This design comes from an exercise in tuning for small area, a short achievable clock period and few clock cycles per item on the open sky130 flow, not from production work.
RTL that was checked went through simulation tests only; none was proved equivalent to the original.
The RTL of run 2 was laid out without a check of its function.

### flow/config.mk
export PLATFORM = sky130hd
export DESIGN_NAME = frame_sync_period_tracker
export DESIGN_NICKNAME = frame_sync_period_tracker
export VERILOG_FILES = /design/flow/design.v
export SDC_FILE = /design/flow/constraint.sdc
export NUM_CORES = 4
export LEC_CHECK = 0
export ABC_AREA = 1
export CAP_MARGIN = 20
export CORE_MARGIN = 2
export CORE_UTILIZATION = 60
export CTS_CLUSTER_DIAMETER = 150
export CTS_CLUSTER_SIZE = 15
export SETUP_SLACK_MARGIN = 4.5
export SLEW_MARGIN = 20
### flow/constraint.sdc
create_clock -name core_clock -period 8.0 [get_ports {clk}]
set_input_delay 1.6000 -clock core_clock [delete_from_list [all_inputs] [get_ports {clk}]]
set_output_delay 1.6000 -clock core_clock [all_outputs]
set_load 0.01 [all_outputs]
### flow/design.v
package fspt_pkg;
	localparam int unsigned TICK_W  = 32;
	localparam int unsigned FRAME_W = 16;
	localparam int unsigned LOSS_W  = 8;
	localparam int unsigned LIMIT_W = TICK_W + LOSS_W;
	localparam logic [LOSS_W-1:0] LOSS_FRAMES_RESET = LOSS_W'(3);
	localparam logic REQ_CAPTURE = 1'b0;
	localparam logic REQ_POLL    = 1'b1;
	typedef struct packed {
		logic              req_type;
		logic [TICK_W-1:0] tick_value;
	} fspt_in_t;
	typedef struct packed {
		logic [FRAME_W-1:0] frame_count;
		logic [TICK_W-1:0]  last_capture;
		logic [TICK_W-1:0]  period_estimate;
		logic               in_sync;
		logic               sync_dropped;
	} fspt_out_t;
endpackage
module frame_sync_period_tracker (
	input  logic                                  clk,
	input  logic                                  arst_n,
	input  logic                                  cfg_we,
	input  logic [fspt_pkg::LOSS_W-1:0]           cfg_wdata,
	input  logic                                  in_valid,
	output logic                                  in_ready,
	input  fspt_pkg::fspt_in_t                    in_item,
	output logic                                  out_valid,
	input  logic                                  out_ready,
	output fspt_pkg::fspt_out_t                   out_item
);
	localparam int unsigned TW = fspt_pkg::TICK_W;
	logic                            h_valid;
	logic                            h_poll;
	logic [TW-1:0]                   h_tick;
	logic [TW-1:0]                   h_iv;       
	logic                            k_valid;
	logic                            k_poll;
	logic [TW-1:0]                   k_tick;
	logic                            out_valid_q;
	logic                            dropped_q;
	logic [fspt_pkg::LOSS_W-1:0]     loss_q;
	logic [fspt_pkg::FRAME_W-1:0]    frame_q;
	logic [TW-1:0]                   prev_q;
	logic [TW-1:0]                   period_q;
	logic                            locked_q;
	logic                            base_q;
	logic [TW:0]                     acc_q;      
	logic [2:0]                      idx_q;      
	logic                            lbit_q;     
	logic                            exact_q;
	logic                            accept;
	logic                            slot_free;
	logic                            wait_poll;
	logic                            advance;
	logic                            is_cap;
	logic                            is_poll;
	logic                            h_load;
	assign in_ready  = !k_valid;
	assign accept    = in_valid && !k_valid;
	assign slot_free = !out_valid_q || out_ready;
	assign is_cap    = h_valid && !h_poll && slot_free;
	assign is_poll   = h_valid && h_poll && slot_free && !wait_poll;
	assign advance   = is_cap || is_poll;
	assign h_load    = advance || !h_valid;
	assign out_valid = out_valid_q;
	assign out_item.frame_count     = frame_q;
	assign out_item.last_capture    = prev_q;
	assign out_item.period_estimate = period_q;
	assign out_item.in_sync         = locked_q;
	assign out_item.sync_dropped    = dropped_q;
	logic                            n_poll;
	logic [TW-1:0]                   n_tick;
	logic [TW-1:0]                   n_base;
	logic [TW-1:0]                   n_iv;
	logic                            n_co;
	assign n_poll = k_valid ? k_poll : in_item.req_type;
	assign n_tick = k_valid ? k_tick : in_item.tick_value;
	assign n_base = (h_valid && !h_poll) ? h_tick : prev_q;
	assign {n_co, n_iv} = {1'b0, n_tick} + {1'b0, ~n_base} + (TW+1)'(1);
	always_ff @(posedge clk or negedge arst_n) begin
		if (!arst_n) begin
			h_valid <= 1'b0;
			k_valid <= 1'b0;
		end else begin
			if (h_load)
				h_valid <= k_valid || accept;
			if (advance)
				k_valid <= 1'b0;
			else if (h_valid && accept)
				k_valid <= 1'b1;
		end
	end
	always_ff @(posedge clk) begin
		if (h_load) begin
			h_poll <= n_poll;
			h_tick <= n_tick;
			h_iv   <= n_iv;
		end
		if (!k_valid) begin
			k_poll <= in_item.req_type;
			k_tick <= in_item.tick_value;
		end
	end
	logic [TW-1:0]                   e_a, e_b, e_c, e_s, e_k;
	logic [TW-1:0]                   ema;
	logic                            ema_co;
	assign e_a = period_q;
	assign e_b = ~(period_q >> 2);
	assign e_c = h_iv >> 2;
	assign e_s = e_a ^ e_b ^ e_c;
	assign e_k = {((e_a & e_b) | (e_a & e_c) | (e_b & e_c)), 1'b0};
	fspt_add #(.W(TW)) u_ema (.a(e_s), .b(e_k), .cin(1'b1), .sum(ema), .cout(ema_co));
	logic [TW-1:0]                   ge_d;
	logic                            ge_co;
	logic                            ge;
	logic                            loss_zero;
	logic                            can_drop;
	logic                            drop_now;
	assign ge_d  = '0;
	fspt_geq #(.W(TW)) u_ge (.a(h_iv), .b(acc_q[TW-1:0]), .ge(ge_co));
	assign ge = !acc_q[TW] && ge_co;
	assign loss_zero = loss_q == '0;
	assign can_drop  = locked_q && (period_q != '0);
	assign drop_now  = can_drop && (loss_zero || (ge && exact_q));
	assign wait_poll = h_poll && can_drop && !loss_zero && ge && !exact_q;
	logic [TW-1:0]                   period_d;
	assign period_d = (is_cap && base_q) ? (locked_q ? ema : h_iv) : period_q;
	logic [2:0]                      top;
	logic [2:0]                      top_new;
	logic [2:0]                      top_rs;
	logic                            restart;
	logic [TW-1:0]                   pm;
	logic [TW:0]                     u_lo;
	logic                            u_co;
	logic                            ovf;
	always_comb begin
		top = 3'd0;
		for (int i = 1; i < 8; i++)
			if (loss_q[i]) top = 3'(i);
		top_new = 3'd0;
		for (int i = 1; i < 8; i++)
			if (cfg_wdata[i]) top_new = 3'(i);
	end
	assign restart = (is_cap && base_q) || cfg_we;
	assign top_rs  = cfg_we ? top_new : top;
	assign pm      = period_q & {TW{lbit_q}};
	fspt_add_bk #(.W(TW+1)) u_horner (.a({acc_q[TW-1:0], 1'b0}), .b({1'b0, pm}), .cin(1'b0), .sum(u_lo), .cout(u_co));
	assign ovf     = acc_q[TW] || u_co || u_lo[TW];
	logic [2:0]                      idx_d;
	logic [fspt_pkg::LOSS_W-1:0]     loss_d;
	assign loss_d = cfg_we ? cfg_wdata : loss_q;
	assign idx_d  = restart ? (top_rs - 3'd1) : (!exact_q ? (idx_q - 3'd1) : idx_q);
	always_ff @(posedge clk or negedge arst_n) begin
		if (!arst_n) begin
			idx_q   <= 3'd0;
			lbit_q  <= 1'b0;
			exact_q <= 1'b0;
		end else begin
			idx_q  <= idx_d;
			lbit_q <= loss_d[idx_d];
			if (restart)
				exact_q <= top_rs == 3'd0;
			else if (!exact_q)
				exact_q <= idx_q == 3'd0;
		end
	end
	always_ff @(posedge clk) begin
		if (restart) begin
			acc_q <= {1'b0, period_d};
		end else if (!exact_q) begin
			acc_q <= {ovf, u_lo[TW-1:0]};
		end
	end
	always_ff @(posedge clk or negedge arst_n) begin
		if (!arst_n) begin
			out_valid_q <= 1'b0;
		end else if (advance) begin
			out_valid_q <= 1'b1;
		end else if (out_ready) begin
			out_valid_q <= 1'b0;
		end
	end
	always_ff @(posedge clk) begin
		if (advance) begin
			dropped_q <= h_poll && drop_now;
		end
	end
	always_ff @(posedge clk or negedge arst_n) begin
		if (!arst_n) begin
			loss_q   <= fspt_pkg::LOSS_FRAMES_RESET;
			frame_q  <= '0;
			prev_q   <= '0;
			period_q <= '0;
			locked_q <= 1'b0;
			base_q   <= 1'b0;
		end else begin
			if (cfg_we) begin
				loss_q <= cfg_wdata;
			end
			period_q <= period_d;
			if (is_cap) begin
				frame_q  <= frame_q + fspt_pkg::FRAME_W'(1);
				prev_q   <= h_tick;
				locked_q <= locked_q || base_q;
				base_q   <= 1'b1;
			end else if (is_poll && drop_now) begin
				locked_q <= 1'b0;
				base_q   <= 1'b0;
			end
		end
	end
endmodule
module fspt_add #(
	parameter int unsigned W = 32
) (
	input  logic [W-1:0] a,
	input  logic [W-1:0] b,
	input  logic         cin,
	output logic [W-1:0] sum,
	output logic         cout
);
	logic [W-1:0] p0, g0, g, p;
	assign p0 = a ^ b;
	assign g0 = a & b;
	always_comb begin
		g = g0;
		p = p0;
		g[0] = g0[0] | (p0[0] & cin);
		for (int l = 0; (1 << l) < W; l++) begin
			for (int j = 0; j < W; j++) begin
				if (((j >> l) & 1) != 0) begin
					g[j] = g[j] | (p[j] & g[((j >> l) << l) - 1]);
					p[j] = p[j] & p[((j >> l) << l) - 1];
				end
			end
		end
	end
	assign sum  = p0 ^ {g[W-2:0], cin};
	assign cout = g[W-1];
endmodule
module fspt_add_bk #(
	parameter int unsigned W = 32
) (
	input  logic [W-1:0] a,
	input  logic [W-1:0] b,
	input  logic         cin,
	output logic [W-1:0] sum,
	output logic         cout
);
	logic [W-1:0] p0, g0, g, p;
	assign p0 = a ^ b;
	assign g0 = a & b;
	always_comb begin
		g = g0;
		p = p0;
		g[0] = g0[0] | (p0[0] & cin);
		for (int l = 0; (1 << l) < W; l++) begin
			for (int j = 0; j < W; j++) begin
				if (((j + 1) % (2 << l)) == 0) begin
					g[j] = g[j] | (p[j] & g[j - (1 << l)]);
					p[j] = p[j] & p[j - (1 << l)];
				end
			end
		end
		for (int l = 5; l >= 0; l--) begin
			for (int j = 0; j < W; j++) begin
				if ((1 << l) < W && ((j + 1) % (2 << l)) == (1 << l) && j >= (2 << l) - 1 + 1 - 1 && j > (1 << l)) begin
					g[j] = g[j] | (p[j] & g[j - (1 << l)]);
					p[j] = p[j] & p[j - (1 << l)];
				end
			end
		end
	end
	assign sum  = p0 ^ {g[W-2:0], cin};
	assign cout = g[W-1];
endmodule
module fspt_geq #(
	parameter int unsigned W = 32
) (
	input  logic [W-1:0] a,
	input  logic [W-1:0] b,
	output logic         ge
);
	logic [W-1:0] g, t;
	always_comb begin
		g = a & ~b;
		t = a | ~b;
		for (int l = 0; (1 << l) < W; l++) begin
			for (int j = W - 1; j >= 0; j--) begin
				if (((j + 1) % (2 << l)) == 0) begin
					g[j] = g[j] | (t[j] & g[j - (1 << l)]);
					t[j] = t[j] & t[j - (1 << l)];
				end
			end
		end
	end
	assign ge = g[W-1] | t[W-1];
endmodule
### flow/flow/run.sh
#!/bin/bash
# The standard layout (standard.sh: ORFS synthesis through finish), with
# one change: the buffers that ORFS puts on every input and output port are
# made from the plain sky130_fd_sc_hd__buf_1 cell instead of the delay-buffer
# cell buffer_ports picks by default. Timing repair may still resize them.
# ORFS's own per-step logs are kept under orfs/logs; the make output goes to
# standard.log in this folder.
set -euo pipefail
export BUFFER_PORTS_ARGS="-buffer_cell sky130_fd_sc_hd__buf_1"
bash standard.sh > standard.log 2>&1
### flow/standard.sh
#!/bin/bash
# synth_recipe.tcl (not shown) runs the flow's synth.tcl, then flattens the netlist and writes it again
# the make line also repeats each setting of config.mk as NAME=value (left out here)
make -C /OpenROAD-flow-scripts/flow DESIGN_CONFIG=/design/flow/config.mk WORK_HOME=/design/flow/orfs CLKGATE_MAP_FILE= SYNTH_SCRIPT=/design/flow/synth_recipe.tcl "${@:-finish}"
==> results of run 1 <==
## through the flow
stage | hold WS, ns | util, % | setup WS (ns)
2_1_floorplan | 0.418 | - | 4.46
3_3_place_gp | 0.463 | 64.3 | 3.15
3_5_place_dp | 0.468 | 64.3 | 3.12
4_1_cts | 0.483 | 66.9 | 4.51
5_1_grt | 0.498 | 67.9 | 4.44
6_report | 0.477 | 67.9 | 4.57
## area by class of cell
| class | instances | area share [%] |
|---|---|---|
| multi-input cells | 1351 | 47.7 |
| flip-flops and latches | 230 | 35.5 |
| inverters | 323 | 7.16 |
| repair buffers | 151 | 4.05 |
| clock buffers | 32 | 3.06 |
| well taps | 330 | 2.41 |
| clock inverters | 1 | 0.0657 |
## kinds of logic (layout without fill, tap and decap cells)
family	after synthesis	after routing
AND/OR/NAND/NOR	797	801
buffers and inverters	369	507
AO/OA/AOI/OAI	333	333
flip-flops	230	230
adder cells (fa/ha/maj)	149	149
XOR/XNOR	66	66
multiplexers	2	2
## cell usage after synthesis, types with 3 or more instances
cell type / number / area (µm²)
nand2_1: 575 / 2160
inv_1: 315 / 1180
o21ai_0: 155 / 776
a21oi_1: 108 / 541
edfxtp_1: 98 / 2940
ha_1: 98 / 1230
dfrtp_1: 96 / 2400
nor2_1: 85 / 319
nand3_1: 74 / 370
fa_1: 51 / 1020
xor2_1: 44 / 385
clkbuf_1: 35 / 131
dfxtp_1: 34 / 681
xnor2_1: 22 / 193
or2_2: 13 / 81.3
a31oi_1: 12 / 75.1
nor3_1: 12 / 60.1
a21o_1: 10 / 75.1
nand4_1: 9 / 56.3
nor4_1: 9 / 56.3
a21boi_0: 8 / 60.1
o21ai_1: 8 / 40.0
o21bai_1: 8 / 60.1
buf_2: 6 / 30.0
inv_2: 6 / 22.5
o211ai_1: 6 / 45.0
nand3b_1: 4 / 30.0
o22ai_1: 4 / 25.0
buf_4: 3 / 22.5
## worst max-delay path, delay by kind of cell
family / cells / cell delay [ns]
AOI/OAI and AO/OA: 3 / 0.70
xor gates and xnor gates: 1 / 0.10
adders and majority gates: 1 / 0.42
buffers and inverters: 2 / 0.13
and+or+nand+nor: 7 / 0.74
## registers in the layout, indices dropped and copies added (netlist names)
signal	count
locked_q	1
base_q	1
h_tick	32
idx_q	3
h_poll	1
dropped_q	1
out_valid_q	1
lbit_q	1
period_q	32
exact_q	1
h_iv	32
k_valid	1
frame_q	16
prev_q	32
k_tick	32
acc_q	33
h_valid	1
k_poll	1
loss_q	8
## path summary, 6_finish.rpt
| check | end | slack [ns] | depth (start not counted) |
|---|---|---|---|
| hold reg to reg | prev_q[31] | 0.48 | 2 |
| setup reg to reg | acc_q[8] | 4.62 | 14 |
| min in group asynchronous | prev_q[7] | 1.18 | 1 |
| hold / removal | prev_q[31] | 0.48 | 2 |
| max in group asynchronous | frame_q[4] | 5.63 | 2 |
| setup / recovery | h_iv[22] | 4.57 | 14 |
## layer usage
layer / up-vias / GRT usage [%] / part of all wire [%]
met4: 0 / 6.36 / 1.6
met1: 6062 / 39.0 / 44
li1: 6507 / - / -
met2: 385 / 50.1 / 49
met3: 43 / 3.34 / 5.6
met5: - / 0 / 0
## layout by cell type (no fill, tap or decap), types with 18 or more instances in the layout
| cell | instances |
|---|---|
| nand2_1 | 570 |
| inv_1 | 312 |
| o21ai_0 | 151 |
| buf_1 | 127 |
| a21oi_1 | 102 |
| edfxtp_1 | 98 |
| ha_1 | 96 |
| dfrtp_1 | 88 |
| nor2_1 | 85 |
| nand3_1 | 70 |
| fa_1 | 49 |
| xor2_1 | 44 |
| dfxtp_1 | 34 |
| xnor2_1 | 22 |
| clkbuf_16 | 19 |
| buf_4 | 18 |
## timing repair
| item | CTS | global route |
|---|---|---|
| gates cloned | 2 | 2 |
| pin swaps | 5 | 5 |
| setup endpoints to repair | 74 | 66 |
| hold buffers | 0 | 0 |
| buffers inserted | 9 | 7 |
| gates resized for setup | 20 | 43 |
| endpoints found under the hold margin | 0 | 0 |
==> qor.json, run 1 <==
{
  "detail_route.wirelength": {"value": 38800, "unit": "µm"},
  "grt_antenna_before_repair": {"value": 0},
  "clock_skew": {"value": 0.0243, "unit": "ns"},
  "n_fill_cell": {"value": 2193},
  "first_global_vias": {"value": 12613},
  "maxSlewViolCount": {"value": 0},
  "synthMuxAreaShare": {"value": 0.154, "unit": "%"},
  "cts.path.max_buffers": {"value": 3},
  "antenna_fix_cells": {"value": 0},
  "min-delay-start": {"value": "h_tick[31]"},
  "postSynthAreaPerCell": {"value": 7.94, "unit": "µm²"},
  "seqCellArea": {"value": 6090, "unit": "µm²"},
  "grt_util_all_layers": {"value": 28.8, "unit": "%"},
  "die_h": {"value": 165, "unit": "µm"},
  "final_area": {"value": 17100, "unit": "µm²"},
  "crit_chain": {"value": "buf_1 -> nand2_1 -> nand2_1 -> ha_1 -> nand2_1 -> nand2_1 -> a21oi_1 -> nand3_2 -> a21oi_2 -> inv_1 -> nand2_1 -> nand2_1 -> a21oi_1 -> xnor2_1"},
  "initial_core_util": {"value": 61.2, "unit": "%"},
  "dpl-instance-area": {"value": 16200, "unit": "µm²"},
  "dominantRegCellSynth": {"value": "edfxtp_1"},
  "drc": {"value": 0},
  "worst_slew_pin_slew": {"value": 0.968, "unit": "ns"},
  "setup_viol_count_final": {"value": 0},
  "synth_enable_flop_cells": {"value": 98},
  "worstReg2RegStart": {"value": "period_q[4]"},
  "critical-path-top-cell-by-count": {"value": "nand2_1"},
  "tritoncts.num_buffers": {"value": 19},
  "fin_crit_sh": {"value": 42.9, "unit": "%"},
  "synth_simple_gate_area_share": {"value": 21.3, "unit": "%"},
  "yosys_warnings": {"value": 4},
  "areaGrowthSynthToFinish": {"value": 10.9, "unit": "%"},
  "min-delay-path-class": {"value": "reg2reg"},
  "ys_async_sr_fraction": {"value": 42.6, "unit": "%"},
  "worst_skew_pair.late_latency": {"value": 0.50, "unit": "ns"},
  "clk_pin_slew": {"value": 0.08, "unit": "ns"},
  "synth_fp_nets": {"value": 2141},
  "crit_path_start": {"value": "in_item[7]"},
  "post_synth_xor_xnor_area": {"value": 3.74, "unit": "%"},
  "route.vias.total": {"value": 12997},
  "finalHoldViolCount": {"value": 0},
  "stdcell_count": {"value": 2418},
  "postRouteAntennaNets": {"value": 0},
  "post_synth_instance_area": {"value": 15500, "unit": "µm²"},
  "period_needed": {"value": 3.43, "unit": "ns"},
  "core.rowCount": {"value": 58},
  "core_area": {"value": 25300, "unit": "µm²"},
  "die_w": {"value": 165, "unit": "µm"},
  "synth-compound-area-share": {"value": 11.8, "unit": "%"},
  "post_drt_wl_per_cell": {"value": 16.1, "unit": "µm"},
  "grt_start_max_net_pins": {"value": 73},
  "slew-limit-headroom": {"value": 35.4, "unit": "%"},
  "critical_path.max_fanout": {"value": 4},
  "worst_setup_path_end_kind": {"value": "flop"},
  "yosysUniqueCellTypes": {"value": 57},
  "total_die_area": {"value": 27100, "unit": "µm²"},
  "synth_top_family_by_area": {"value": "simple AND/OR/NAND/NOR gates"},
  "detailedRoute.firstPassIterationCount": {"value": 7},
  "cp.required": {"value": 8.25, "unit": "ns"},
  "final_net_count": {"value": 2271},
  "detail_route.iter0.violations": {"value": 870},
  "setup_tns": {"value": 0, "unit": "ns"},
  "routed_vias_inst": {"value": 5.38},
  "io_pins": {"value": 130},
  "rsz0062_at_grt": {"value": "yes"},
  "share_of_layout_cells_above_drive_strength_1": {"value": 6.18, "unit": "%"},
  "dp_hpwl": {"value": 28500, "unit": "µm"},
  "synth-adder-area-share": {"value": 14.5, "unit": "%"},
  "clk_root_buffer_cell": {"value": "clkbuf_16"},
  "first_pass_grt_wire_length": {"value": 62100, "unit": "µm"},
  "timing.critical_path.slowest_stage_cell": {"value": "ha_1"},
  "ys_seq_elements": {"value": 230},
  "grt_remaining_overflow": {"value": 0},
  "timing.critical_path.arrival": {"value": 3.68, "unit": "ns"},
  "clock_tree_from_tritoncts": {"value": "done"},
  "multiInputGateArea": {"value": 8190, "unit": "µm²"},
  "maxCapViolCount": {"value": 0},
  "place.port_buffers": {"value": 129},
  "critPathLaunchType": {"value": "input port"},
  "place_inst": {"value": 2365},
  "max_stage_delay": {"value": 0.42, "unit": "ns"},
  "timing.setup.critical_path_class": {"value": "in2reg"},
  "clock_tree.htree_level_count": {"value": 1},
  "fmax": {"value": 292, "unit": "MHz"},
  "synth_cells": {"value": 1946},
  "numClockSinks": {"value": 230},
  "gpl.final_weighted_congestion": {"value": 0.930},
  "run_status": {"value": "finished clean"},
  "synth.yosys.seq_area_share": {"value": 39.3, "unit": "%"}
}
Testbench counts, summed over its fixed seeds: cycles 24,139, items 24,000.
==> run 2: changes to the inputs <==
--- a/flow/design.v
+++ b/flow/design.v
@@ -111,7 +111,7 @@
 	assign e_c = h_iv >> 2;
 	assign e_s = e_a ^ e_b ^ e_c;
 	assign e_k = {((e_a & e_b) | (e_a & e_c) | (e_b & e_c)), 1'b0};
-	fspt_add #(.W(TW)) u_ema (.a(e_s), .b(e_k), .cin(1'b1), .sum(ema), .cout(ema_co));
+	fspt_add_bk #(.W(TW)) u_ema (.a(e_s), .b(e_k), .cin(1'b1), .sum(ema), .cout(ema_co));
 	logic [TW-1:0]                   ge_d;
 	logic                            ge_co;
 	logic                            ge;
==> qor.json, run 2 <==
{
  "core.rowCount": {"value": 58, "change": "unchanged"},
  "maxSlewViolCount": {"value": 0, "change": "unchanged"},
  "run_status": {"value": "finished clean"},
  "finalHoldViolCount": {"value": 0, "change": "unchanged"},
  "drc": {"value": 0, "change": "unchanged"},
  "mostFrequentLayoutCells": {"value": "nand2_1, inv_1, o21ai_0"},
  "global_route.usage.met2": {"value": 48.2, "unit": "%", "change": "-1.9 points"},
  "post_synth_instance_area": {"value": 15100, "unit": "µm²", "change": "-2.1%"},
  "postRouteAntennaNets": {"value": 0, "change": "unchanged"},
  "synth_common_cells": {"value": "nand2_1, inv_1, o21ai_0"},
  "clk_root_buffer_cell": {"value": "clkbuf_16"},
  "grt-busiest-layer": {"value": "met2"},
  "maxCapViolCount": {"value": 0, "change": "unchanged"},
  "layout.core_utilization": {"value": 68.7, "unit": "%", "change": "+0.81 points"},
  "n_fill_cell": {"value": 2163, "change": "-1.4%"},
  "critical-path-top-cell-by-count": {"value": "nand2_4"},
  "detail_route.iter0.violations": {"value": 892, "change": "+2.5%"},
  "regMostFlops": {"value": "acc_q"},
  "antenna_fix_cells": {"value": 0, "change": "unchanged"},
  "ys_seq_elements": {"value": 230, "change": "unchanged"},
  "clock_skew": {"value": 0.0269, "unit": "ns", "change": "+0.00268 ns"},
  "areaGrowthSynthToFinish": {"value": 13.3, "unit": "%"},
  "grt_util_all_layers": {"value": 28.1, "unit": "%", "change": "-0.69 points"},
  "cp.required": {"value": 8.26, "unit": "ns", "change": "about the same"},
  "setup_tns": {"value": 0, "unit": "ns", "change": "unchanged"},
  "ys_async_sr_fraction": {"value": 42.6, "unit": "%", "change": "unchanged"},
  "dpl_worst_slack": {"value": 3.36, "unit": "ns", "change": "+0.236 ns"},
  "min-delay-path-class": {"value": "reg2reg"},
  "slew-limit-headroom": {"value": 34.8, "unit": "%", "change": "-0.66 points"},
  "grt_antenna_before_repair": {"value": 0, "change": "unchanged"},
  "rsz0062_at_grt": {"value": "yes"},
  "route.vias.total": {"value": 12529, "change": "-3.6%"},
  "period_needed": {"value": 3.75, "unit": "ns", "change": "+0.322 ns"},
  "timing.critical_path.slowest_stage_cell": {"value": "fa_1"},
  "cts.path.max_buffers": {"value": 3, "change": "unchanged"},
  "fmax": {"value": 267, "unit": "MHz", "change": "-8.6%"},
  "grt_met1_use": {"value": 38.2, "unit": "%", "change": "-0.86 points"},
  "setup_viol_count_final": {"value": 0, "change": "unchanged"},
  "die_h": {"value": 163, "unit": "µm", "change": "-1.0%"},
  "synth_enable_flop_cells": {"value": 98, "change": "unchanged"},
  "critical_path.max_fanout": {"value": 4, "change": "unchanged"},
  "worst_slew_pin_slew": {"value": 0.978, "unit": "ns", "change": "+0.00985 ns"},
  "initial_core_util": {"value": 60.6, "unit": "%", "change": "-0.60 points"},
  "critPathLaunchType": {"value": "flop"},
  "routed_vias_inst": {"value": 5.40, "change": "+0.47%"},
  "worst_skew_pair.late_latency": {"value": 0.52, "unit": "ns", "change": "+0.02 ns"},
  "share_of_layout_cells_above_drive_strength_1": {"value": 9.50, "unit": "%", "change": "+3.3 points"},
  "synth_most_common_cell": {"value": "nand2_1"},
  "synth_cells": {"value": 1828, "change": "-6.1%"},
  "timing.critical_path.arrival": {"value": 4.01, "unit": "ns", "change": "+0.33 ns"},
  "fin_crit_sh": {"value": 46.9, "unit": "%", "change": "+4.0 points"},
  "clock_tree.htree_level_count": {"value": 1, "change": "unchanged"},
  "yosysTopAreaCell": {"value": "edfxtp_1"},
  "place.port_buffers": {"value": 129, "change": "unchanged"},
  "dp_hpwl": {"value": 26800, "unit": "µm", "change": "-5.7%"},
  "grt_remaining_overflow": {"value": 0, "change": "unchanged"},
  "core_area": {"value": 25000, "unit": "µm²", "change": "-1.1%"},
  "timing.setup.critical_path_class": {"value": "reg2reg"},
  "post_drt_wl_per_cell": {"value": 16.2, "unit": "µm", "change": "+0.92%"},
  "first_pass_grt_wire_length": {"value": 59700, "unit": "µm", "change": "-3.9%"},
  "clk_pin_slew": {"value": 0.08, "unit": "ns", "change": "about the same"},
  "final_net_count": {"value": 2182, "change": "-3.9%"},
  "globalRouteMet3Util": {"value": 2.85, "unit": "%", "change": "-0.49 points"},
  "numClockSinks": {"value": 230, "change": "unchanged"},
  "layout_commonest_cell": {"value": "nand2_1"},
  "die_w": {"value": 163, "unit": "µm", "change": "-1.0%"},
  "total_die_area": {"value": 26500, "unit": "µm²", "change": "-2.1%"},
  "largest_reg_flops": {"value": 33, "change": "unchanged"},
  "dominantRegCellSynth": {"value": "edfxtp_1"},
  "clock_tree_from_tritoncts": {"value": "done"},
  "synthDominantCellAreaShare": {"value": 19.4, "unit": "%", "change": "+0.41 points"},
  "synth_fp_nets": {"value": 2033, "change": "-5.0%"},
  "grt_start_max_net_pins": {"value": 67, "change": "-8.2%"},
  "worst_setup_path_end_kind": {"value": "flop"},
  "crit_chain": {"value": "fa_1 -> inv_2 -> fa_2 -> inv_2 -> nor2_2 -> a211oi_2 -> o21ai_2 -> nand3b_1 -> nand2_4 -> nand3_4 -> nand2_4 -> nand2_4 -> nand2_4 -> nand3_2 -> nand2_2 -> fa_2 -> xor2_1 -> nand2_1 -> o21ai_1 -> o21ai_1 -> nand2_1 -> o21ai_1"},
  "detailedRoute.firstPassIterationCount": {"value": 5, "change": "-2"},
  "yosys_warnings": {"value": 4, "change": "unchanged"},
  "yosysUniqueCellTypes": {"value": 51, "change": "-11%"},
  "timing.final.ws_setup": {"value": 4.25, "unit": "ns", "change": "-0.322 ns"},
  "synth.yosys.seq_area_share": {"value": 40.2, "unit": "%", "change": "+0.85 points"},
  "detail_route.wirelength": {"value": 37600, "unit": "µm", "change": "-3.2%"},
  "max_stage_delay": {"value": 0.58, "unit": "ns", "change": "+0.16 ns"},
  "first_global_vias": {"value": 12153, "change": "-3.6%"},
  "tritoncts.num_buffers": {"value": 19, "change": "unchanged"},
  "postSynthAreaPerCell": {"value": 8.28, "unit": "µm²", "change": "+4.2%"},
  "io_pins": {"value": 130, "change": "unchanged"},
  "synth_top_cells_by_area": {"value": "edfxtp_1, dfrtp_1, nand2_1"},
  "gpl.final_weighted_congestion": {"value": 0.912, "change": "-2.0%"}
}
-- run 2: layout make-up --
| type | instances | area [µm²] | share of cell area [%] |
|---|---|---|---|
| well taps | 330 | 413 | 2.41 |
| clock buffers | 32 | 524 | 3.06 |
| inverters | 290 | 1090 | 6.36 |
| repair buffers | 170 | 861 | 5.02 |
| flip-flops and latches | 230 | 6090 | 35.5 |
| clock inverters | 2 | 20.0 | 0.117 |
| multi-input cells | 1266 | 8150 | 47.5 |
-- run 2: repair_timing --
item | CTS | global route
hold buffers | 0 | 0
cloned | 1 | 2
buffers inserted | 16 | 18
resized for setup | 49 | 67
pin swaps | 20 | 27
endpoints found under the setup margin | 84 | 52
-- run 2: layer usage --
metal,part of all wire [%],routed length [µm]
met5,0,0
met4,2.9,1100
met3,5.0,1870
met2,49,18200
met1,44,16400
-- run 2: critical path: cells and delay by family, from the launching register on --
kind,cells,cell delay [ns]
buf+inv,2,0.13
xor+xnor,1,0.13
fa+ha+maj,3,1.25
compound gates,5,0.63
simple gates,11,0.90
flops,1,0.46
-- run 2: kinds of logic after synthesis --
family,synth area share [%]
and+or+nand+nor,19.3
buffers and inverters,8.43
AOI/OAI and AO/OA,11.7
DFF,40.2
adders and majority gates,16.2
xor gates and xnor gates,4.05
muxes,0.198
-- run 2: stage by stage --
stage	cells	hold WS, ns	instance area [µm²]
2_1_floorplan	1828	0.418	15200
3_3_place_gp	2249	0.432	16000
3_5_place_dp	2249	0.437	16000
4_1_cts	2300	0.466	16800
5_1_grt	2320	0.486	17200
6_report	2320	0.466	17200
-- run 2: final timing paths --
kind	startpoint	cells after the start	end	slack, ns
setup / recovery	period_q[2]	22	acc_q[31]	4.25
hold / removal	k_poll	2	k_poll	0.47
min in group asynchronous	arst_n	1	loss_q[5]	1.15
setup reg to reg	period_q[2]	22	acc_q[31]	4.25
max in group asynchronous	arst_n	2	prev_q[17]	5.62
hold reg to reg	k_poll	2	k_poll	0.47
==> run 3: changes to the inputs <==
--- a/flow/design.v
+++ b/flow/design.v
@@ -111,7 +111,7 @@
 	assign e_c = h_iv >> 2;
 	assign e_s = e_a ^ e_b ^ e_c;
 	assign e_k = {((e_a & e_b) | (e_a & e_c) | (e_b & e_c)), 1'b0};
-	fspt_add_bk #(.W(TW)) u_ema (.a(e_s), .b(e_k), .cin(1'b1), .sum(ema), .cout(ema_co));
+	fspt_add #(.W(TW)) u_ema (.a(e_s), .b(e_k), .cin(1'b1), .sum(ema), .cout(ema_co));
 	logic [TW-1:0]                   ge_d;
 	logic                            ge_co;
 	logic                            ge;
--- a/flow/config.mk
+++ b/flow/config.mk
@@ -10,6 +10,6 @@
 export CORE_MARGIN = 2
 export CORE_UTILIZATION = 60
 export CTS_CLUSTER_DIAMETER = 150
-export CTS_CLUSTER_SIZE = 15
-export SETUP_SLACK_MARGIN = 4.5
+export CTS_CLUSTER_SIZE = 12
+export SETUP_SLACK_MARGIN = 4.7
 export SLEW_MARGIN = 20
==> qor.json, run 3 <==
{
  "finalHoldViolCount": {"value": 0, "change": "unchanged"},
  "tritoncts.num_buffers": {"value": 23, "change": "+4"},
  "holdBufCountCts": {"value": 0, "change": "unchanged"},
  "critPathLaunchType": {"value": "input port"},
  "post_synth_instance_area": {"value": 15500, "unit": "µm²", "change": "+2.2%"},
  "place_inst": {"value": 2365, "change": "+5.2%"},
  "setup_viol_count_final": {"value": 0, "change": "unchanged"},
  "first_global_vias": {"value": 12575, "change": "+3.5%"},
  "dominantRegCellSynth": {"value": "edfxtp_1"},
  "setup_tns": {"value": 0, "unit": "ns", "change": "unchanged"},
  "detail_route_met3_wl": {"value": 2350, "unit": "µm", "change": "+26%"},
  "core.rowCount": {"value": 58, "change": "unchanged"},
  "die_h": {"value": 165, "unit": "µm", "change": "+1.0%"},
  "stdcell_count": {"value": 2447, "change": "+5.5%"},
  "worst_setup_path_end_kind": {"value": "flop"},
  "synth.yosys.seq_area_share": {"value": 39.3, "unit": "%", "change": "-0.85 points"},
  "seqCellArea": {"value": 6090, "unit": "µm²", "change": "about the same"},
  "layout_commonest_cell": {"value": "nand2_1"},
  "core_area": {"value": 25300, "unit": "µm²", "change": "+1.2%"},
  "synth_cells": {"value": 1946, "change": "+6.5%"},
  "numClockSinks": {"value": 230, "change": "unchanged"},
  "met1Wirelength": {"value": 17200, "unit": "µm", "change": "+4.7%"},
  "run_status": {"value": "finished clean"},
  "synth_common_cells": {"value": "nand2_1, inv_1, o21ai_0"},
  "antenna_fix_cells": {"value": 0, "change": "unchanged"},
  "place.port_buffers": {"value": 129, "change": "unchanged"},
  "detailroute.wirelength.met2": {"value": 18900, "unit": "µm", "change": "+3.4%"},
  "timing.setup.critical_path_class": {"value": "in2reg"},
  "postRouteAntennaNets": {"value": 0, "change": "unchanged"},
  "worst_slew_pin_slew": {"value": 0.755, "unit": "ns", "change": "-0.223 ns"},
  "share_of_layout_cells_above_drive_strength_1": {"value": 9.45, "unit": "%", "change": "-0.050 points"},
  "synth_fp_nets": {"value": 2141, "change": "+5.3%"},
  "drc": {"value": 0, "change": "unchanged"},
  "grt_start_max_net_pins": {"value": 72, "change": "+7.5%"},
  "synth_enable_flop_cells": {"value": 98, "change": "unchanged"},
  "synth_top_cells_by_area": {"value": "edfxtp_1, dfrtp_1, nand2_1"},
  "detail_route.iter0.violations": {"value": 1042, "change": "+17%"},
  "ys_async_sr_fraction": {"value": 42.6, "unit": "%", "change": "unchanged"},
  "ys_seq_elements": {"value": 230, "change": "unchanged"},
  "final_net_count": {"value": 2296, "change": "+5.2%"},
  "first_pass_grt_wire_length": {"value": 61900, "unit": "µm", "change": "+3.7%"},
  "grt_antenna_before_repair": {"value": 0, "change": "unchanged"},
  "areaGrowthSynthToFinish": {"value": 14.9, "unit": "%"},
  "clk_pin_slew": {"value": 0.06, "unit": "ns", "change": "-0.02 ns"},
  "n_fill_cell": {"value": 2087, "change": "-3.5%"},
  "die_w": {"value": 165, "unit": "µm", "change": "+1.0%"},
  "yosysUniqueCellTypes": {"value": 57, "change": "+12%"},
  "io_pins": {"value": 130, "change": "unchanged"},
  "timing.critical_path.arrival": {"value": 3.51, "unit": "ns", "change": "-0.50 ns"},
  "initial_core_util": {"value": 61.2, "unit": "%", "change": "+0.60 points"},
  "highest_layer": {"value": "met4"},
  "slew-limit-headroom": {"value": 49.6, "unit": "%", "change": "+15 points"},
  "fmax": {"value": 308, "unit": "MHz", "change": "+16%"},
  "dp_hpwl": {"value": 28100, "unit": "µm", "change": "+4.7%"},
  "layout.core_utilization": {"value": 70.3, "unit": "%", "change": "+1.6 points"},
  "worst_skew_pair.late_latency": {"value": 0.52, "unit": "ns", "change": "about the same"},
  "clk_root_buffer_cell": {"value": "clkbuf_16"},
  "largest_reg_flops": {"value": 33, "change": "unchanged"},
  "critical_path.max_fanout": {"value": 4, "change": "unchanged"},
  "total_die_area": {"value": 27100, "unit": "µm²", "change": "+2.1%"},
  "synth_most_common_cell": {"value": "nand2_1"},
  "multiInputGateArea": {"value": 8500, "unit": "µm²", "change": "+4.3%"},
  "detail_route.wirelength": {"value": 39300, "unit": "µm", "change": "+4.6%"},
  "detailedRoute.firstPassIterationCount": {"value": 7, "change": "+2"},
  "clock_tree_from_tritoncts": {"value": "done"},
  "period_needed": {"value": 3.24, "unit": "ns", "change": "-0.506 ns"},
  "route.vias.total": {"value": 13188, "change": "+5.3%"},
  "yosysTopAreaCell": {"value": "edfxtp_1"},
  "grt_remaining_overflow": {"value": 0, "change": "unchanged"},
  "grt_util_all_layers": {"value": 28.9, "unit": "%", "change": "+0.76 points"},
  "regMostFlops": {"value": "acc_q"},
  "post_drt_wl_per_cell": {"value": 16.1, "unit": "µm", "change": "-0.84%"},
  "clock_tree.htree_level_count": {"value": 1, "change": "unchanged"},
  "yosys_warnings": {"value": 4, "change": "unchanged"},
  "mostFrequentLayoutCells": {"value": "nand2_1, inv_1, o21ai_0"},
  "cp.required": {"value": 8.27, "unit": "ns", "change": "about the same"},
  "clock_skew": {"value": 0.0281, "unit": "ns", "change": "+0.00114 ns"},
  "min-delay-path-class": {"value": "reg2reg"},
  "postSynthAreaPerCell": {"value": 7.94, "unit": "µm²", "change": "-4.0%"},
  "fin_crit_sh": {"value": 40.6, "unit": "%", "change": "-6.3 points"},
  "maxSlewViolCount": {"value": 0, "change": "unchanged"},
  "gpl.final_weighted_congestion": {"value": 0.943, "change": "+3.4%"},
  "rsz0062_at_grt": {"value": "yes"},
  "routed_vias_inst": {"value": 5.39, "change": "-0.20%"},
  "maxCapViolCount": {"value": 0, "change": "unchanged"},
  "cts.path.max_buffers": {"value": 3, "change": "unchanged"},
  "synthDominantCellAreaShare": {"value": 19.0, "unit": "%", "change": "-0.41 points"}
}
## run 3: cell types whose count changed after synthesis, sizes merged, moves of 7 or more
cell   change
a21oi     +29
fa        -11
inv       +34
nand2     +62
nand3     +28
nor2       +7
o21ai     -39
xnor2      -8
## run 3: timing repair
item / 4_1_cts / 5_1_grt
setup endpoints to repair: 138 / 37
cloned: 3 / 2
pin swaps: 9 / 19
setup buffers: 19 / 17
resized for setup: 48 / 56
## run 3: logic make-up after synthesis
logic type	Yosys count	share of synthesized area, %
multiplexers	2	0.154
buffers and inverters	369	9.11
flip-flops	230	39.3
AND/OR/NAND/NOR	797	21.3
XOR/XNOR	66	3.74
adder cells (fa/ha/maj)	149	14.5
AO/OA/AOI/OAI	333	11.8
## run 3: layout make-up
class                   instances  area share (%)
multi-input cells            1352            47.9
repair buffers                171            4.90
well taps                     330            2.32
clock inverters                 2           0.113
clock buffers                  39            3.58
inverters                     323            6.91
flip-flops and latches        230            34.3
## run 3: worst paths after layout
kind / startpoint / end / slack (ns) / cells past startpoint
hold / removal: frame_q[15] / frame_q[15] / 0.49 / 1
min in group asynchronous: arst_n / prev_q[13] / 1.16 / 1
max in group asynchronous: arst_n / frame_q[7] / 5.69 / 2
setup reg to reg: period_q[2] / acc_q[16] / 4.86 / 16
setup / recovery: in_item[14] / h_iv[31] / 4.76 / 12
hold reg to reg: frame_q[15] / frame_q[15] / 0.49 / 1
## run 3: layer usage
layer,vias to the layer above,track usage [%]
met2,394,49.6
met4,0,7.87
met5,-,0
met1,6167,38.7
li1,6554,-
met3,73,3.87
## run 3: critical path, stage by stage
cell,delay [ns]
buf_1,0.07
nand2_1,0.06
nand2_1,0.10
ha_1,0.39
nand2_1,0.13
inv_1,0.10
nand2_1,0.09
o21ai_0,0.30
nand2_1,0.09
nand3_1,0.25
a31oi_2,0.16
xor2_1,0.17
## run 3: through the flow
stage                     setup WS, ns  hold slack, ns  instance area [µm²]
after global placement            3.65           0.447                16400
final                             4.76           0.487                17800
after detailed placement          3.61           0.471                16400
after global routing              4.66           0.513                17800
after floorplan                   4.64           0.418                15600
after CTS                         4.63           0.490                17400
Testbench counts of run 3, summed over its fixed seeds: cycles 24,139, items 24,000.
==> run 4: changes to the inputs <==
--- a/flow/config.mk
+++ b/flow/config.mk
@@ -10,6 +10,7 @@
 export CORE_MARGIN = 2
 export CORE_UTILIZATION = 60
 export CTS_CLUSTER_DIAMETER = 150
-export CTS_CLUSTER_SIZE = 12
+export CTS_CLUSTER_SIZE = 15
+export PLACE_DENSITY = 0.7
 export SETUP_SLACK_MARGIN = 4.7
 export SLEW_MARGIN = 20
==> qor.json, run 4 <==
{
  "run_status": {"value": "finished clean"},
  "core_area": {"value": 25300, "unit": "µm²", "change": "unchanged"},
  "postSynthAreaPerCell": {"value": 7.94, "unit": "µm²", "change": "unchanged"},
  "setup_viol_count_final": {"value": 0, "change": "unchanged"},
  "grt_remaining_overflow": {"value": 0, "change": "unchanged"},
  "mostFrequentLayoutCells": {"value": "nand2_1, inv_1, o21ai_0"},
  "fin_crit_sh": {"value": 40.9, "unit": "%", "change": "+0.31 points"},
  "areaGrowthSynthToFinish": {"value": 14.9, "unit": "%", "change": "about the same"},
  "initial_core_util": {"value": 61.2, "unit": "%", "change": "unchanged"},
  "routed_vias_inst": {"value": 5.40, "change": "+0.29%"},
  "max_stage_delay": {"value": 0.41, "unit": "ns", "change": "+0.02 ns"},
  "critPathLaunchType": {"value": "input port"},
  "whs_path_depth": {"value": 1, "change": "unchanged"},
  "detail_route.iter0.violations": {"value": 932, "change": "-11%"},
  "synthDominantCellAreaShare": {"value": 19.0, "unit": "%", "change": "unchanged"},
  "final_net_count": {"value": 2297, "change": "+0.044%"},
  "layout_commonest_cell": {"value": "nand2_1"},
  "grt_util_all_layers": {"value": 28.5, "unit": "%", "change": "-0.40 points"},
  "tritoncts.num_buffers": {"value": 19, "change": "-17%"},
  "worstRegToRegCells": {"value": 18, "change": "+2"},
  "fmax": {"value": 306, "unit": "MHz", "change": "-0.77%"},
  "ys_async_sr_fraction": {"value": 42.6, "unit": "%", "change": "unchanged"},
  "grt_start_max_net_pins": {"value": 75, "change": "+4.2%"},
  "worst_setup_path_end_kind": {"value": "flop"},
  "largest_reg_flops": {"value": 33, "change": "unchanged"},
  "crit_chain": {"value": "buf_1 -> o21ai_4 -> buf_12 -> nor2_4 -> clkinv_8 -> nand2_8 -> clkinv_8 -> nand2_4"},
  "clk_pin_slew": {"value": 0.07, "unit": "ns", "change": "about the same"},
  "io_pins": {"value": 130, "change": "unchanged"},
  "antenna_fix_cells": {"value": 0, "change": "unchanged"},
  "rsz0062_at_grt": {"value": "yes"},
  "synth.yosys.seq_area_share": {"value": 39.3, "unit": "%", "change": "unchanged"},
  "maxCapViolCount": {"value": 0, "change": "unchanged"},
  "post_synth_instance_area": {"value": 15500, "unit": "µm²", "change": "unchanged"},
  "first_pass_grt_wire_length": {"value": 61200, "unit": "µm", "change": "-1.0%"},
  "yosysTopAreaCell": {"value": "edfxtp_1"},
  "timing.critical_path.arrival": {"value": 3.41, "unit": "ns", "change": "-0.10 ns"},
  "total_die_area": {"value": 27100, "unit": "µm²", "change": "unchanged"},
  "share_of_layout_cells_above_drive_strength_1": {"value": 10.3, "unit": "%", "change": "+0.81 points"},
  "setup_tns": {"value": 0, "unit": "ns", "change": "unchanged"},
  "detailedRoute.firstPassIterationCount": {"value": 8, "change": "+1"},
  "critical_path.max_fanout": {"value": 36, "change": "+32"},
  "ys_seq_elements": {"value": 230, "change": "unchanged"},
  "worst_skew_pair.late_latency": {"value": 0.51, "unit": "ns", "change": "about the same"},
  "post_drt_wl_per_cell": {"value": 16.3, "unit": "µm", "change": "+1.6%"},
  "period_needed": {"value": 3.27, "unit": "ns", "change": "+0.0251 ns"},
  "dpl_worst_slack": {"value": 3.13, "unit": "ns", "change": "-0.476 ns"},
  "synth_enable_flop_cells": {"value": 98, "change": "unchanged"},
  "critical-path-top-cell-by-count": {"value": "clkinv_8"},
  "route.vias.total": {"value": 13215, "change": "+0.20%"},
  "min-delay-path-class": {"value": "reg2reg"},
  "die_w": {"value": 165, "unit": "µm", "change": "unchanged"},
  "detail_route_met3_wl": {"value": 2120, "unit": "µm", "change": "-9.8%"},
  "highest_layer": {"value": "met4"},
  "clock_tree.htree_level_count": {"value": 1, "change": "unchanged"},
  "gpl.final_weighted_congestion": {"value": 0.919, "change": "-2.6%"},
  "place.port_buffers": {"value": 129, "change": "unchanged"},
  "finalHoldViolCount": {"value": 0, "change": "unchanged"},
  "dp_hpwl": {"value": 28000, "unit": "µm", "change": "-0.31%"},
  "synth_top_cells_by_area": {"value": "edfxtp_1, dfrtp_1, nand2_1"},
  "clock_skew": {"value": 0.0216, "unit": "ns", "change": "-0.00646 ns"},
  "maxSlewViolCount": {"value": 0, "change": "unchanged"},
  "timing.setup.critical_path_class": {"value": "in2reg"},
  "clock_tree_from_tritoncts": {"value": "done"},
  "synth_cells": {"value": 1946, "change": "unchanged"},
  "drc": {"value": 0, "change": "unchanged"},
  "regMostFlops": {"value": "acc_q"},
  "worst_slew_pin_slew": {"value": 0.953, "unit": "ns", "change": "+0.198 ns"},
  "die_h": {"value": 165, "unit": "µm", "change": "unchanged"},
  "synth_common_cells": {"value": "nand2_1, inv_1, o21ai_0"},
  "detail_route.wirelength": {"value": 39900, "unit": "µm", "change": "+1.5%"},
  "core.rowCount": {"value": 58, "change": "unchanged"},
  "holdBufCountCts": {"value": 0, "change": "unchanged"},
  "timing.critical_path.slowest_stage_cell": {"value": "nand2_4"},
  "numClockSinks": {"value": 230, "change": "unchanged"},
  "detailroute.wirelength.met2": {"value": 19200, "unit": "µm", "change": "+1.9%"},
  "synth_fp_nets": {"value": 2141, "change": "unchanged"},
  "postRouteAntennaNets": {"value": 0, "change": "unchanged"},
  "yosysUniqueCellTypes": {"value": 57, "change": "unchanged"},
  "yosys_warnings": {"value": 4, "change": "unchanged"},
  "cts.path.max_buffers": {"value": 3, "change": "unchanged"},
  "first_global_vias": {"value": 12575, "change": "unchanged"},
  "dominantRegCellSynth": {"value": "edfxtp_1"},
  "synth_most_common_cell": {"value": "nand2_1"},
  "grt_antenna_before_repair": {"value": 0, "change": "unchanged"},
  "cp.required": {"value": 8.14, "unit": "ns", "change": "-0.13 ns"},
  "clk_root_buffer_cell": {"value": "clkbuf_16"},
  "slew-limit-headroom": {"value": 36.4, "unit": "%", "change": "-13 points"},
  "met1Wirelength": {"value": 17700, "unit": "µm", "change": "+3.0%"},
  "timing.final.ws_setup": {"value": 4.73, "unit": "ns", "change": "-0.0251 ns"}
}
run 4: cell count changes in the layout (fill, tap and decap cells not counted), sizes merged:
cell | previous run | this run
clkinvlp | 0 | 1
buf | 169 | 171
inv | 325 | 323
nand3 | 76 | 75
clkinv | 0 | 2
nand2 | 578 | 580
clkbuf | 41 | 35
run 4: logic make-up (layout without fill, tap and decap cells):
group / Yosys count / count (layout) / synth area share (%)
XOR/XNOR: 66 / 66 / 3.74
buffers and inverters: 369 / 532 / 9.11
AO/OA/AOI/OAI: 333 / 333 / 11.8
multiplexers: 2 / 2 / 0.154
adder cells (fa/ha/maj): 149 / 149 / 14.5
flip-flops: 230 / 230 / 39.3
AND/OR/NAND/NOR: 797 / 803 / 21.3
run 4: path summary, 6_finish.rpt:
kind / slack (ns) / end / startpoint
min reg2reg: 0.47 / frame_q[15] / frame_q[15]
min in group asynchronous: 1.04 / period_q[30] / arst_n
max in group asynchronous: 5.88 / prev_q[5] / arst_n
max reg2reg: 4.81 / acc_q[17] / period_q[6]
max: 4.73 / acc_q[7] / out_ready
min: 0.47 / frame_q[15] / frame_q[15]
run 4: critical path: cells and delay by family:
family | cells | cell delay, ns
AO/OA/AOI/OAI | 1 | 0.11
buffers and inverters | 4 | 0.73
AND/OR/NAND/NOR | 3 | 0.88
run 4: per-layer routing:
metal	GRT usage [%]	up-vias
li1	-	6568
met1	38.1	6228
met2	49.0	362
met3	3.47	57
met4	8.42	0
met5	0	-
run 4: through the flow:
step / hold WS, ns / utilization, % / area (µm²) / cells
final: 0.469 / 70.3 / 17800 / 2445
after floorplan: 0.418 / - / 15600 / 1946
after global placement: 0.456 / 64.8 / 16400 / 2365
after global routing: 0.505 / 70.3 / 17800 / 2445
after CTS: 0.471 / 68.1 / 17200 / 2418
after detailed placement: 0.455 / 64.8 / 16400 / 2365
run 4: final cells by class:
cell class                 count  area (µm²)
tap                          330         413
clock inverter                 2        20.0
timing repair buffer         174         890
sequential                   230        6090
timing repair inverter         1        8.76
clock buffer                  32         524
inverter                     323        1240
fill                        2093        7490
multi-input combinational   1353        8570
run 4: what timing repair did:
item	in CTS	in global routing
gates resized for setup	47	72
hold endpoints to repair	0	0
setup buffers	16	22
endpoints found under the setup margin	158	127
pin swaps	5	20
gates cloned	3	5
==> run 5: changes to the inputs <==
--- a/flow/config.mk
+++ b/flow/config.mk
@@ -5,12 +5,10 @@
 export SDC_FILE = /design/flow/constraint.sdc
 export NUM_CORES = 4
 export LEC_CHECK = 0
-export ABC_AREA = 1
 export CAP_MARGIN = 20
 export CORE_MARGIN = 2
 export CORE_UTILIZATION = 60
 export CTS_CLUSTER_DIAMETER = 150
 export CTS_CLUSTER_SIZE = 15
-export PLACE_DENSITY = 0.7
 export SETUP_SLACK_MARGIN = 4.7
 export SLEW_MARGIN = 20
==> qor.json, run 5 <==
{
  "clock_tree_from_tritoncts": {"value": "done"},
  "regMostFlops": {"value": "acc_q"},
  "synth_top_cells_by_area": {"value": "edfxtp_1, dfrtp_1, ha_1"},
  "drc": {"value": 0, "change": "unchanged"},
  "clk_pin_slew": {"value": 0.08, "unit": "ns", "change": "about the same"},
  "layout.core_utilization": {"value": 75.5, "unit": "%", "change": "+5.1 points"},
  "setup_tns": {"value": 0, "unit": "ns", "change": "unchanged"},
  "tritoncts.num_buffers": {"value": 19, "change": "unchanged"},
  "synth_common_cells": {"value": "inv_1, a21oi_1, edfxtp_1, ha_1"},
  "crit_chain": {"value": "buf_6 -> inv_2 -> fa_1 -> inv_2 -> ha_4 -> o211ai_1 -> o211ai_1 -> a31o_2 -> buf_6 -> a31oi_4 -> o311a_4 -> nor4b_2 -> nor4_2 -> a21oi_1"},
  "slew-limit-headroom": {"value": 42.3, "unit": "%", "change": "+5.9 points"},
  "post_drt_wl_per_cell": {"value": 20.2, "unit": "µm", "change": "+24%"},
  "worst_setup_path_end_kind": {"value": "flop"},
  "grt_antenna_before_repair": {"value": 1, "change": "+1"},
  "min-delay-start": {"value": "frame_q[15]"},
  "cp.required": {"value": 8.24, "unit": "ns", "change": "+0.10 ns"},
  "initial_core_util": {"value": 61.0, "unit": "%", "change": "-0.23 points"},
  "critical_path.max_fanout": {"value": 4, "change": "-89%"},
  "max_stage_delay": {"value": 0.55, "unit": "ns", "change": "+0.14 ns"},
  "mostFrequentLayoutCells": {"value": "inv_1, buf_1, edfxtp_1"},
  "gpl.final_weighted_congestion": {"value": 0.912, "change": "-0.67%"},
  "ys_seq_elements": {"value": 230, "change": "unchanged"},
  "maxCapViolCount": {"value": 0, "change": "unchanged"},
  "grt_util_all_layers": {"value": 30.1, "unit": "%", "change": "+1.6 points"},
  "first_global_vias": {"value": 11861, "change": "-5.7%"},
  "timing.setup.critical_path_class": {"value": "reg2reg"},
  "fmax": {"value": 274, "unit": "MHz", "change": "-10%"},
  "io_pins": {"value": 130, "change": "unchanged"},
  "dp_hpwl": {"value": 28000, "unit": "µm", "change": "-0.20%"},
  "multiInputGateArea": {"value": 9790, "unit": "µm²", "change": "+14%"},
  "core.rowCount": {"value": 58, "change": "unchanged"},
  "n_fill_cell": {"value": 1743, "change": "-17%"},
  "clk_root_buffer_cell": {"value": "clkbuf_16"},
  "numClockSinks": {"value": 230, "change": "unchanged"},
  "yosysTopAreaCell": {"value": "edfxtp_1"},
  "detailroute.wirelength.met2": {"value": 19300, "unit": "µm", "change": "+0.73%"},
  "worst_hold_path.endpoint": {"value": "frame_q[15]"},
  "stdcell_count": {"value": 2054, "change": "-16%"},
  "total_die_area": {"value": 26800, "unit": "µm²", "change": "-0.93%"},
  "synth.yosys.seq_area_share": {"value": 39.7, "unit": "%", "change": "+0.38 points"},
  "route.vias.total": {"value": 12258, "change": "-7.2%"},
  "final_net_count": {"value": 1907, "change": "-17%"},
  "postRouteAntennaNets": {"value": 0, "change": "unchanged"},
  "worstReg2RegStart": {"value": "period_q[3]"},
  "synth_fp_nets": {"value": 1699, "change": "-21%"},
  "period_needed": {"value": 3.64, "unit": "ns", "change": "+0.374 ns"},
  "worst_skew_pair.late_latency": {"value": 0.51, "unit": "ns", "change": "about the same"},
  "post_synth_instance_area": {"value": 15300, "unit": "µm²", "change": "-0.96%"},
  "antenna_fix_cells": {"value": 0, "change": "unchanged"},
  "highest_layer": {"value": "met5"},
  "worstRegToRegCells": {"value": 14, "change": "-4"},
  "seqCellArea": {"value": 6120, "unit": "µm²", "change": "+0.37%"},
  "synth_cells": {"value": 1504, "change": "-23%"},
  "reg2reg_slack": {"value": 4.36, "unit": "ns", "change": "-0.45 ns"},
  "setup_viol_count_final": {"value": 0, "change": "unchanged"},
  "r2r_end": {"value": "acc_q[30]"},
  "run_status": {"value": "finished clean"},
  "layout_commonest_cell": {"value": "inv_1"},
  "yosys_warnings": {"value": 4, "change": "unchanged"},
  "clock_tree.htree_level_count": {"value": 1, "change": "unchanged"},
  "detail_route.iter0.violations": {"value": 809, "change": "-13%"},
  "areaGrowthSynthToFinish": {"value": 23.8, "unit": "%"},
  "fin_crit_sh": {"value": 45.5, "unit": "%", "change": "+4.7 points"},
  "synth_most_common_cell": {"value": "inv_1"},
  "die_h": {"value": 164, "unit": "µm", "change": "-0.47%"},
  "synthDominantCellAreaShare": {"value": 19.2, "unit": "%", "change": "+0.18 points"},
  "place_inst": {"value": 1925, "change": "-19%"},
  "dominantRegCellSynth": {"value": "edfxtp_1"},
  "synth_enable_flop_cells": {"value": 98, "change": "unchanged"},
  "die_w": {"value": 164, "unit": "µm", "change": "-0.47%"},
  "critPathLaunchType": {"value": "flop"},
  "detail_route.wirelength": {"value": 41500, "unit": "µm", "change": "+4.1%"},
  "holdBufCountCts": {"value": 0, "change": "unchanged"},
  "place.port_buffers": {"value": 129, "change": "unchanged"},
  "postSynthAreaPerCell": {"value": 10.2, "unit": "µm²", "change": "+28%"},
  "clock_skew": {"value": 0.0354, "unit": "ns", "change": "+0.0138 ns"},
  "rsz0062_at_grt": {"value": "yes"},
  "timing.critical_path.slowest_stage_cell": {"value": "fa_1"},
  "min-delay-path-class": {"value": "reg2reg"},
  "share_of_layout_cells_above_drive_strength_1": {"value": 26.6, "unit": "%", "change": "+16 points"},
  "timing.critical_path.arrival": {"value": 3.88, "unit": "ns", "change": "+0.47 ns"},
  "maxSlewViolCount": {"value": 0, "change": "unchanged"},
  "detail_route_met3_wl": {"value": 2790, "unit": "µm", "change": "+32%"},
  "cts.path.max_buffers": {"value": 3, "change": "unchanged"},
  "routed_vias_inst": {"value": 5.97, "change": "+10%"},
  "first_pass_grt_wire_length": {"value": 63400, "unit": "µm", "change": "+3.5%"},
  "finalHoldViolCount": {"value": 0, "change": "unchanged"},
  "whs_path_depth": {"value": 1, "change": "unchanged"},
  "met1Wirelength": {"value": 18300, "unit": "µm", "change": "+3.5%"},
  "grt_remaining_overflow": {"value": 0, "change": "unchanged"},
  "ys_async_sr_fraction": {"value": 42.6, "unit": "%", "change": "unchanged"},
  "worst_slew_pin_slew": {"value": 0.865, "unit": "ns", "change": "-0.0880 ns"},
  "largest_reg_flops": {"value": 33, "change": "unchanged"},
  "detailedRoute.firstPassIterationCount": {"value": 5, "change": "-3"},
  "grt_start_max_net_pins": {"value": 66, "change": "-12%"},
  "core_area": {"value": 25100, "unit": "µm²", "change": "-0.57%"},
  "yosysUniqueCellTypes": {"value": 79, "change": "+39%"}
}
-- run 5: changes by cell type in the layout (fill, tap and decap cells not counted), moves of 19 or more --
cell	before	now
nand2_1	561	87
inv_1	307	163
o21ai_0	141	46
mux2_2	0	68
mux2i_1	1	53
buf_4	39	80
nand3_1	69	30
nand2b_1	0	28
xor2_1	44	22
xnor2_1	22	43
nor2_1	82	62
ha_1	78	59
ha_4	17	36
-- run 5: final cells by class --
type,count,area share (%)
tap,330,2.18
timing repair buffer,234,7.49
multi-input combinational,1050,51.7
clock buffer,32,2.77
inverter,177,3.54
clock inverter,1,0.0594
sequential,230,32.3
-- run 5: timing repair --
item | CTS | global route
pin swaps | 99 | 75
gates resized for setup | 164 | 101
setup buffers | 64 | 32
setup endpoints to repair | 135 | 144
hold endpoints to repair | 0 | 0
-- run 5: through the flow --
step           hold slack, ns  instance area [µm²]  worst slack [ns]
2_1_floorplan           0.446                15800              4.12
3_3_place_gp            0.456                16500              3.66
3_5_place_dp            0.473                16500              3.44
4_1_cts                 0.497                18300              4.39
5_1_grt                 0.515                18900              4.27
6_report                0.491                18900              4.36
-- run 5: worst max-delay path by stage --
| stage | from | slack, ns | cells after the start | endpoint |
|---|---|---|---|---|
| 3_5_place_dp | lbit_q | 3.44 | 15 | acc_q[29] |
| 4_1_cts | period_q[1] | 4.39 | 13 | acc_q[28] |
| 5_1_grt | period_q[3] | 4.27 | 12 | acc_q[28] |
| 6_report | period_q[3] | 4.36 | 14 | acc_q[30] |
| 3_3_place_gp | lbit_q | 3.66 | 15 | acc_q[31] |
| 2_1_floorplan | in_item[0] | 4.12 | 11 | h_iv[30] |
-- run 5: logic make-up after synthesis --
family,synth area share [%]
flip-flops,39.7
XOR/XNOR,4.23
AO/OA/AOI/OAI,14.2
adder cells (fa/ha/maj),15.0
AND/OR/NAND/NOR,11.8
buffers and inverters,5.56
multiplexers,9.55
-- run 5: critical path, delay by kind of cell (launching register included) --
kind                       cells  cell delay (ns)
AOI/OAI and AO/OA              6             1.31
adders and majority gates      2             0.82
buffers and inverters          4             0.31
DFF                            1             0.43
and+or+nand+nor                2             0.50
-- run 5: per-layer routing --
metal / vias to the layer above / track usage [%]
li1: 5722 / -
met1: 6055 / 43.0
met2: 397 / 48.9
met3: 82 / 4.42
met4: 2 / 7.30
met5: - / 0

[what the ideal ports hide]
The results above use ideal ports. As a check the final layouts listed here were re-extracted and re-timed, cells and wires unchanged.
Step 1 assumes that a clkbuf_16 drives the clock port and a buf_2 every other input.
Step 2 also shifts input and output timing later by t, the mid clock arrival at the registers, as if the neighbouring blocks saw the same clock.
a / b / c = ideal / step 1 / step 2; a / b = the first two.
run	t (ns)	setup slack, ns	worst setup path at the end	latest minus earliest clock arrival (ns)	worst register clock-pin slew, ns
run 1	0.539	4.572 / 4.594 / 4.055	input to register	0.026 / 0.026	0.08 / 0.08
run 2	0.552	4.250 / 4.250 / 4.053	input to register	0.028 / 0.028	0.08 / 0.08
run 3	0.560	4.756 / 4.734 / 4.225	input to register	0.030 / 0.031	0.07 / 0.07
run 4	0.546	4.731 / 4.742 / 4.213	input to register	0.022 / 0.023	0.08 / 0.08
run 5	0.536	4.357 / 4.357 / 3.871	input to register	0.036 / 0.035	0.09 / 0.09
After both steps every run listed still meets setup and hold. The setup slack of run 3, which loses most, moves by -0.022 ns with the drivers and by -0.531 ns with both steps.
